Source: an optimization exercise on an open RTL-to-GDS flow (aim: small area). Production flows keep margins and buffers that such runs may drop. RTL that was checked went through simulation tests only; none was proved equivalent to the original.

==> module scancode_key_decoder_fifo_top, before the edit <==
module scancode_key_decoder_fifo_top (
    input  wire logic            clk,
    input  wire logic            rst_n,
    input  wire logic            cmd_valid,
    output logic                 cmd_stall,
    input  wire logic [10:0]     cmd_in,
    output logic                 evt_valid,
    input  wire logic            evt_stall,
    output logic [25:0]          evt_out
);
    localparam int DEPTH = skfd_pkg::FIFO_DEPTH;
    logic [1:0] mode;
    logic [7:0] b;
    logic       en;
    assign mode = cmd_in[10:9];
    assign b    = cmd_in[8:1];
    assign en   = cmd_in[0];
    logic       prefix_reg, shift_reg, caps_reg, saved_reg;
    logic [5:0] count_reg;
    logic       out_valid_reg, skid_valid_reg;
    logic       out_pop_reg, out_req_reg;
    logic [6:0] out_key;
    logic [6:0] skid_op;
    logic [6:0] q [DEPTH];
    logic accept, take, exec;
    assign cmd_stall = skid_valid_reg;
    assign accept    = cmd_valid && !skid_valid_reg;
    assign take      = out_valid_reg && !evt_stall;
    assign exec      = skid_valid_reg ? take : (accept && (take || !out_valid_reg));
    logic [6:0] fresh_op;
    logic       prefix_next, shift_next, caps_next;
    logic [7:0] lo, up;
    assign lo = skfd_pkg::lower_char(b[6:0]);
    assign up = skfd_pkg::upper_char(b[6:0]);
    always_comb
    begin
        prefix_next = prefix_reg;
        shift_next  = shift_reg;
        caps_next   = caps_reg;
        fresh_op    = skfd_pkg::OP_NONE;
        case (mode)
            skfd_pkg::MODE_SCAN:
            begin
                if (b == skfd_pkg::SC_EXT)
                    prefix_next = 1'b1;
                else if (prefix_reg)
                begin
                    prefix_next = 1'b0;
                    case (b)
                        skfd_pkg::SC_UP:    fresh_op = skfd_pkg::KC_UP;
                        skfd_pkg::SC_DOWN:  fresh_op = skfd_pkg::KC_DOWN;
                        skfd_pkg::SC_LEFT:  fresh_op = skfd_pkg::KC_LEFT;
                        skfd_pkg::SC_RIGHT: fresh_op = skfd_pkg::KC_RIGHT;
                        default:            fresh_op = skfd_pkg::OP_NONE;
                    endcase
                end
                else if (b == skfd_pkg::SC_LSHIFT || b == skfd_pkg::SC_RSHIFT)
                    shift_next = 1'b1;
                else if (b == skfd_pkg::SC_LSHIFT_BR || b == skfd_pkg::SC_RSHIFT_BR)
                    shift_next = 1'b0;
                else if (b == skfd_pkg::SC_CAPS)
                    caps_next = !caps_reg;
                else if (b == skfd_pkg::SC_TAB && shift_reg && en)
                    fresh_op = skfd_pkg::OP_SNAP;
                else if (!b[7])
                begin
                    if (caps_reg ? (up != 8'h00) : (lo != 8'h00))
                        fresh_op = (caps_reg && up[6]) ? {1'b1, b[5:0]} : b[6:0];
                end
            end
            skfd_pkg::MODE_POP:   fresh_op = skfd_pkg::OP_POP;
            skfd_pkg::MODE_CLEAR: fresh_op = skfd_pkg::OP_CLEAR;
            default:              fresh_op = skfd_pkg::OP_FCLR;
        endcase
    end
    always_ff @(posedge clk or negedge rst_n)
    begin
        if (!rst_n)
        begin
            prefix_reg <= 1'b0;
            shift_reg  <= 1'b0;
            caps_reg   <= 1'b0;
        end
        else if (accept)
        begin
            prefix_reg <= prefix_next;
            shift_reg  <= shift_next;
            caps_reg   <= caps_next;
        end
    end
    logic [6:0] op;
    logic       is_key, is_pop, is_clr, is_snap, is_fclr;
    logic       full, nonempty, push;
    assign op       = skid_valid_reg ? skid_op : fresh_op;
    assign is_key   = (op != skfd_pkg::OP_NONE) && (op[6:2] != 5'b11111);
    assign is_pop   = (op == skfd_pkg::OP_POP);
    assign is_clr   = (op == skfd_pkg::OP_CLEAR);
    assign is_snap  = (op == skfd_pkg::OP_SNAP);
    assign is_fclr  = (op == skfd_pkg::OP_FCLR);
    assign full     = count_reg[5];
    assign nonempty = (count_reg != 6'd0);
    assign push     = exec && is_key;
    always_ff @(posedge clk or negedge rst_n)
    begin
        if (!rst_n)
        begin
            count_reg <= '0;
            saved_reg <= 1'b0;
        end
        else if (exec)
        begin
            if (is_key && !full)
                count_reg <= count_reg + 6'd1;
            else if (is_pop && nonempty)
                count_reg <= count_reg - 6'd1;
            else if (is_clr)
                count_reg <= '0;
            if (is_snap)
                saved_reg <= 1'b1;
            else if (is_fclr)
                saved_reg <= 1'b0;
        end
    end
    always_ff @(posedge clk)
    begin
        if (push)
        begin
            q[0] <= op;
            for (int i = 1; i < DEPTH; i++)
                q[i] <= q[i-1];
        end
    end
    always_ff @(posedge clk or negedge rst_n)
    begin
        if (!rst_n)
        begin
            out_valid_reg  <= 1'b0;
            skid_valid_reg <= 1'b0;
        end
        else
        begin
            if (take || !out_valid_reg)
                out_valid_reg <= skid_valid_reg || accept;
            if (take)
                skid_valid_reg <= 1'b0;
            else if (out_valid_reg && accept)
                skid_valid_reg <= 1'b1;
        end
    end
    logic [6:0] head;
    assign head = q[count_reg[4:0] - 5'd1];
    always_ff @(posedge clk)
    begin
        if (!skid_valid_reg)
            skid_op <= fresh_op;
        if (take || !out_valid_reg)
        begin
            out_pop_reg <= is_pop && nonempty;
            out_req_reg <= is_snap;
            out_key     <= head;
        end
    end
    logic [7:0] key_char, key_scan;
    assign key_char = out_pop_reg ? skfd_pkg::code_char(out_key) : 8'h00;
    assign key_scan = out_pop_reg ? skfd_pkg::code_scan(out_key) : 8'h00;
    assign evt_valid = out_valid_reg;
    assign evt_out   = {out_pop_reg, key_char, key_scan, out_pop_reg,
                        count_reg, saved_reg, out_req_reg};
endmodule
make LEC_CHECK=0 CAP_MARGIN=20 CORE_MARGIN=2 CORE_UTILIZATION=40 SLEW_MARGIN=20 finish   # period 4.0 ns
run.sh (not shown) runs the stock make flow with config.mk's settings and CLKGATE_MAP_FILE= SYNTH_SCRIPT=/design/flow/synth_recipe.tcl, a recipe that flattens the netlist after the stock synthesis.
The baseline produced a layout that fails on setup timing.
Rerun with:
--- a/flow/design.v
+++ b/flow/design.v
@@ -216,9 +216,8 @@
     logic       prefix_reg, shift_reg, caps_reg, saved_reg;
     logic [5:0] count_reg;
     logic       out_valid_reg, skid_valid_reg;
     logic       out_pop_reg, out_req_reg;
-    logic [6:0] out_key;
     logic [6:0] skid_op;
     logic [6:0] q [DEPTH];
     logic accept, take, exec;
     assign cmd_stall = skid_valid_reg;
@@ -344,24 +343,23 @@
             else if (out_valid_reg && accept)
                 skid_valid_reg <= 1'b1;
         end
     end
-    logic [6:0] head;
-    assign head = q[count_reg[4:0] - 5'd1];
     always_ff @(posedge clk)
     begin
         if (!skid_valid_reg)
             skid_op <= fresh_op;
-        if (take || !out_valid_reg)
+        if (exec)
         begin
             out_pop_reg <= is_pop && nonempty;
             out_req_reg <= is_snap;
-            out_key     <= head;
         end
     end
+    logic [6:0] shown;
     logic [7:0] key_char, key_scan;
-    assign key_char = out_pop_reg ? skfd_pkg::code_char(out_key) : 8'h00;
-    assign key_scan = out_pop_reg ? skfd_pkg::code_scan(out_key) : 8'h00;
+    assign shown    = q[count_reg[4:0]];
+    assign key_char = out_pop_reg ? skfd_pkg::code_char(shown) : 8'h00;
+    assign key_scan = out_pop_reg ? skfd_pkg::code_scan(shown) : 8'h00;
     assign evt_valid = out_valid_reg;
     assign evt_out   = {out_pop_reg, key_char, key_scan, out_pop_reg,
                         count_reg, saved_reg, out_req_reg};
 endmodule
The changed run finished with setup timing left.
Core utilization increases by 0.30 points.
Non-clock buffer count rises by 46.
Final area falls by 2.9%.
Hold slack stays flat.
Die area fell by 3.8%.
Cell count is lower by 3.4%.
First-iteration DRC count fell by 7.7%.
Setup slack loses 1100 ps.
Clock skew climbs by 10 ps.
Synthesized area drops by 3.9%.
Critical path depth came out lower by 4.
For the first run of this note, only the layout was checked, not whether the RTL still works.

v29:
Another version of the RTL of scancode_key_decoder_fifo_top (not shown whole).
Size in the first run: about 43 I/O pins, ~0.011 mm² of cells after synthesis.
==> module scancode_key_decoder_fifo_top, before the edit <==
module scancode_key_decoder_fifo_top (
    input  wire logic            clk,
    input  wire logic            rst_n,
    input  wire logic            cmd_valid,
    output logic                 cmd_stall,
    input  wire logic [10:0]     cmd_in,
    output logic                 evt_valid,
    input  wire logic            evt_stall,
    output logic [25:0]          evt_out
);
    localparam int DEPTH = skfd_pkg::FIFO_DEPTH;
    logic [1:0] mode;
    logic [7:0] b;
    logic       en;
    assign mode = cmd_in[10:9];
    assign b    = cmd_in[8:1];
    assign en   = cmd_in[0];
    logic       prefix_reg, shift_reg, caps_reg, saved_reg;
    logic [5:0] count_reg;
    logic       out_valid_reg, skid_valid_reg;
    logic       out_req_reg;
    logic [6:0] out_key;
    logic [6:0] skid_op;
    logic [6:0] q [DEPTH];
    logic accept, take, exec;
    assign cmd_stall = skid_valid_reg;
    assign accept    = cmd_valid && !skid_valid_reg;
    assign take      = out_valid_reg && !evt_stall;
    assign exec      = skid_valid_reg ? take : (accept && (take || !out_valid_reg));
    logic [6:0] fresh_op;
    logic       prefix_next, shift_next, caps_next;
    always_comb
    begin
        prefix_next = prefix_reg;
        shift_next  = shift_reg;
        caps_next   = caps_reg;
        fresh_op    = skfd_pkg::OP_NONE;
        case (mode)
            skfd_pkg::MODE_SCAN:
            begin
                if (b == skfd_pkg::SC_EXT)
                    prefix_next = 1'b1;
                else if (prefix_reg)
                begin
                    prefix_next = 1'b0;
                    case (b)
                        skfd_pkg::SC_UP:    fresh_op = skfd_pkg::KC_UP;
                        skfd_pkg::SC_DOWN:  fresh_op = skfd_pkg::KC_DOWN;
                        skfd_pkg::SC_LEFT:  fresh_op = skfd_pkg::KC_LEFT;
                        skfd_pkg::SC_RIGHT: fresh_op = skfd_pkg::KC_RIGHT;
                        default:            fresh_op = skfd_pkg::OP_NONE;
                    endcase
                end
                else if (b == skfd_pkg::SC_LSHIFT || b == skfd_pkg::SC_RSHIFT)
                    shift_next = 1'b1;
                else if (b == skfd_pkg::SC_LSHIFT_BR || b == skfd_pkg::SC_RSHIFT_BR)
                    shift_next = 1'b0;
                else if (b == skfd_pkg::SC_CAPS)
                    caps_next = !caps_reg;
                else if (b == skfd_pkg::SC_TAB && shift_reg && en)
                    fresh_op = skfd_pkg::OP_SNAP;
                else if (!b[7])
                begin
                    if (!b[6] && (caps_reg ? skfd_pkg::IN_CAPS[b[5:0]] : skfd_pkg::IN_LOWER[b[5:0]]))
                        fresh_op = {caps_reg && skfd_pkg::IS_LETTER[b[5:0]], b[5:0]};
                end
            end
            skfd_pkg::MODE_POP:   fresh_op = skfd_pkg::OP_POP;
            skfd_pkg::MODE_CLEAR: fresh_op = skfd_pkg::OP_CLEAR;
            default:              fresh_op = skfd_pkg::OP_FCLR;
        endcase
    end
    always_ff @(posedge clk or negedge rst_n)
    begin
        if (!rst_n)
        begin
            prefix_reg <= 1'b0;
            shift_reg  <= 1'b0;
            caps_reg   <= 1'b0;
        end
        else if (accept)
        begin
            prefix_reg <= prefix_next;
            shift_reg  <= shift_next;
            caps_reg   <= caps_next;
        end
    end
    logic [6:0] op;
    logic       is_key, is_pop, is_clr, is_snap, is_fclr;
    logic       full, nonempty, push;
    assign op       = skid_valid_reg ? skid_op : fresh_op;
    assign is_key   = skfd_pkg::is_key_code(op);
    assign is_pop   = (op == skfd_pkg::OP_POP);
    assign is_clr   = (op == skfd_pkg::OP_CLEAR);
    assign is_snap  = (op == skfd_pkg::OP_SNAP);
    assign is_fclr  = (op == skfd_pkg::OP_FCLR);
    assign full     = count_reg[5];
    assign nonempty = (count_reg != 6'd0);
    assign push     = exec && is_key;
    always_ff @(posedge clk or negedge rst_n)
    begin
        if (!rst_n)
        begin
            count_reg <= '0;
            saved_reg <= 1'b0;
        end
        else if (exec)
        begin
            if (is_key && !full)
                count_reg <= count_reg + 6'd1;
            else if (is_pop && nonempty)
                count_reg <= count_reg - 6'd1;
            else if (is_clr)
                count_reg <= '0;
            if (is_snap)
                saved_reg <= 1'b1;
            else if (is_fclr)
                saved_reg <= 1'b0;
        end
    end
    always_ff @(posedge clk)
    begin
        if (push)
        begin
            q[0] <= op;
            for (int i = 1; i < DEPTH; i++)
                q[i] <= q[i-1];
        end
    end
    always_ff @(posedge clk or negedge rst_n)
    begin
        if (!rst_n)
        begin
            out_valid_reg  <= 1'b0;
            skid_valid_reg <= 1'b0;
        end
        else
        begin
            if (take || !out_valid_reg)
                out_valid_reg <= skid_valid_reg || accept;
            if (take)
                skid_valid_reg <= 1'b0;
            else if (out_valid_reg && accept)
                skid_valid_reg <= 1'b1;
        end
    end
    logic [6:0] qr [DEPTH];
    logic [6:0] head;
    for (genvar j = 0; j < DEPTH; j++)
    begin : g_qr
        assign qr[j] = q[(j + DEPTH - 1) % DEPTH];
    end
    assign head = qr[count_reg[4:0]];
    always_ff @(posedge clk)
    begin
        if (!skid_valid_reg)
            skid_op <= fresh_op;
        if (take || !out_valid_reg)
        begin
            out_req_reg <= is_snap;
            out_key     <= (is_pop && nonempty) ? head : skfd_pkg::OP_NONE;
        end
    end
    logic [7:0] key_char, key_scan;
    assign key_char = skfd_pkg::code_char(out_key);
    assign key_scan = skfd_pkg::code_scan(out_key);
    assign evt_valid = out_valid_reg;
    logic key_valid;
    assign key_valid = (out_key != skfd_pkg::OP_NONE);
    assign evt_out   = {key_valid, key_char, key_scan, key_valid,
                        count_reg, saved_reg, out_req_reg};
endmodule
make LEC_CHECK=0 ABC_AREA=1 CAP_MARGIN=20 CORE_MARGIN=2 CORE_UTILIZATION=60 CTS_BUF_LIST='sky130_fd_sc_hd__clkbuf_4 sky130_fd_sc_hd__clkbuf_8' GPL_TIMING_DRIVEN=0 SLEW_MARGIN=20 finish   # period 4.0 ns
For v21, these inputs were changed with respect to v29:
-- flow/design.v --
<<< v29, line 165
        is_key_code = (c != OP_NONE) && (c[6] || c[5:2] != 4'b1111);
    endfunction
    localparam logic [511:0] LOWER_TAB = 512'h00000000000020002A002F2E2C6D6E627663787A5C0060273B6C6B6A686766647361000A5D5B706F697579747265777109083D2D303938373635343332311B00;
    localparam logic [63:0] IN_LOWER  = 64'h02BFFBFFDFFFFFFE;
    localparam logic [63:0] IN_CAPS   = 64'h0207F07FD3FFC002;
    localparam logic [63:0] IS_LETTER = 64'h0007F07FC3FF0000;
    function automatic logic [7:0] code_char(input logic [6:0] c);
        logic [7:0] ch;
>>> v21, line 165
        is_key_code = (c != OP_NONE) && (c[6] || c[5:2] != 4'b1111);
    endfunction
    function automatic logic [7:0] code_char(input logic [6:0] c);
        logic [7:0] ch;
<<< v29, line 175
        else
        begin
            ch = LOWER_TAB[8*c[5:0] +: 8];
            if (c[6])
                ch[5] = 1'b0;
>>> v21, line 171
        else
        begin
            ch = lower_char({1'b0, c[5:0]});
            if (c[6])
                ch[5] = 1'b0;
<<< v29, line 215
    logic [5:0] count_reg;
    logic       out_valid_reg, skid_valid_reg;
    logic       out_req_reg;
    logic [6:0] out_key;
    logic [6:0] skid_op;
>>> v21, line 211
    logic [5:0] count_reg;
    logic       out_valid_reg, skid_valid_reg;
    logic       out_pop_reg, out_req_reg;
    logic [6:0] out_key;
    logic [6:0] skid_op;
<<< v29, line 226
    logic [6:0] fresh_op;
    logic       prefix_next, shift_next, caps_next;
    always_comb
    begin
>>> v21, line 222
    logic [6:0] fresh_op;
    logic       prefix_next, shift_next, caps_next;
    logic [7:0] lo, up;
    assign lo = skfd_pkg::lower_char(b[6:0]);
    assign up = skfd_pkg::upper_char(b[6:0]);
    always_comb
    begin
<<< v29, line 258
                else if (!b[7])
                begin
                    if (!b[6] && (caps_reg ? skfd_pkg::IN_CAPS[b[5:0]] : skfd_pkg::IN_LOWER[b[5:0]]))
                        fresh_op = {caps_reg && skfd_pkg::IS_LETTER[b[5:0]], b[5:0]};
                end
            end
>>> v21, line 257
                else if (!b[7])
                begin
                    if (caps_reg ? (up != 8'h00) : (lo != 8'h00))
                        fresh_op = {caps_reg && up[6], b[5:0]};
                end
            end
<<< v29, line 354
        if (take || !out_valid_reg)
        begin
            out_req_reg <= is_snap;
            out_key     <= (is_pop && nonempty) ? head : skfd_pkg::OP_NONE;
        end
    end
    logic [7:0] key_char, key_scan;
    assign key_char = skfd_pkg::code_char(out_key);
    assign key_scan = skfd_pkg::code_scan(out_key);
    assign evt_valid = out_valid_reg;
    logic key_valid;
    assign key_valid = (out_key != skfd_pkg::OP_NONE);
    assign evt_out   = {key_valid, key_char, key_scan, key_valid,
                        count_reg, saved_reg, out_req_reg};
endmodule
>>> v21, line 353
        if (take || !out_valid_reg)
        begin
            out_pop_reg <= is_pop && nonempty;
            out_req_reg <= is_snap;
            out_key     <= head;
        end
    end
    logic [7:0] key_char, key_scan;
    assign key_char = out_pop_reg ? skfd_pkg::code_char(out_key) : 8'h00;
    assign key_scan = out_pop_reg ? skfd_pkg::code_scan(out_key) : 8'h00;
    assign evt_valid = out_valid_reg;
    assign evt_out   = {out_pop_reg, key_char, key_scan, out_pop_reg,
                        count_reg, saved_reg, out_req_reg};
endmodule
## What came out
Taking v29 as the reference, in v21 largest stage delay on the critical path shows a reduction of 140 ps; post-CTS setup repair buffer count increased by 9 relative to the old numbers; routed wire length on met3 rose by 1.2 mm; complex-gate fraction of the synthesized area picked up an extra 0.98 points. Summary: routed wire length, v21 worse than v29.
No functional check of the RTL was part of v21.

==> port drivers added, routing unchanged <==
Ports are ideal in the flow. The routed layouts listed here were re-timed in OpenROAD. Step 1: set_driving_cell puts a clkbuf_16 on clk and a buf_2 on each other input, an assumption about the parent block. Step 2 times the ports against the registers' clock, not the clock port: input delays grow and output delays shrink by t, the midpoint of the rising clock arrivals with the driver on. Slacks: ideal ports / drivers / drivers and shift; pairs: ideal ports / drivers.
| run | shift t [ns] | setup slack, ns | clock arrival spread, ns | worst register clock-pin slew, ns | pins driven straight from the clock port |
|---|---|---|---|---|---|
| the first run of note 1 | 0.604 | -0.065 / -0.065 / -0.482 | 0.019 / 0.018 | 0.07 / 0.07 | 1 |
| the second run of note 1 | 0.579 | -1.162 / -1.211 / -0.631 | 0.025 / 0.025 | 0.06 / 0.06 | 1 |
| v29 | 0.578 | 0.196 / 0.152 / -0.284 | 0.020 / 0.020 | 0.07 / 0.07 | 1 |
| v21 | 0.595 | 0.170 / 0.170 / -0.380 | 0.022 / 0.022 | 0.07 / 0.07 | 1 |
Met with ideal ports but missed after step 2: setup timing in v29 and v21. The setup slack of v21, which loses most, moves by 0.000 ns with the drivers and by -0.550 ns with both steps.
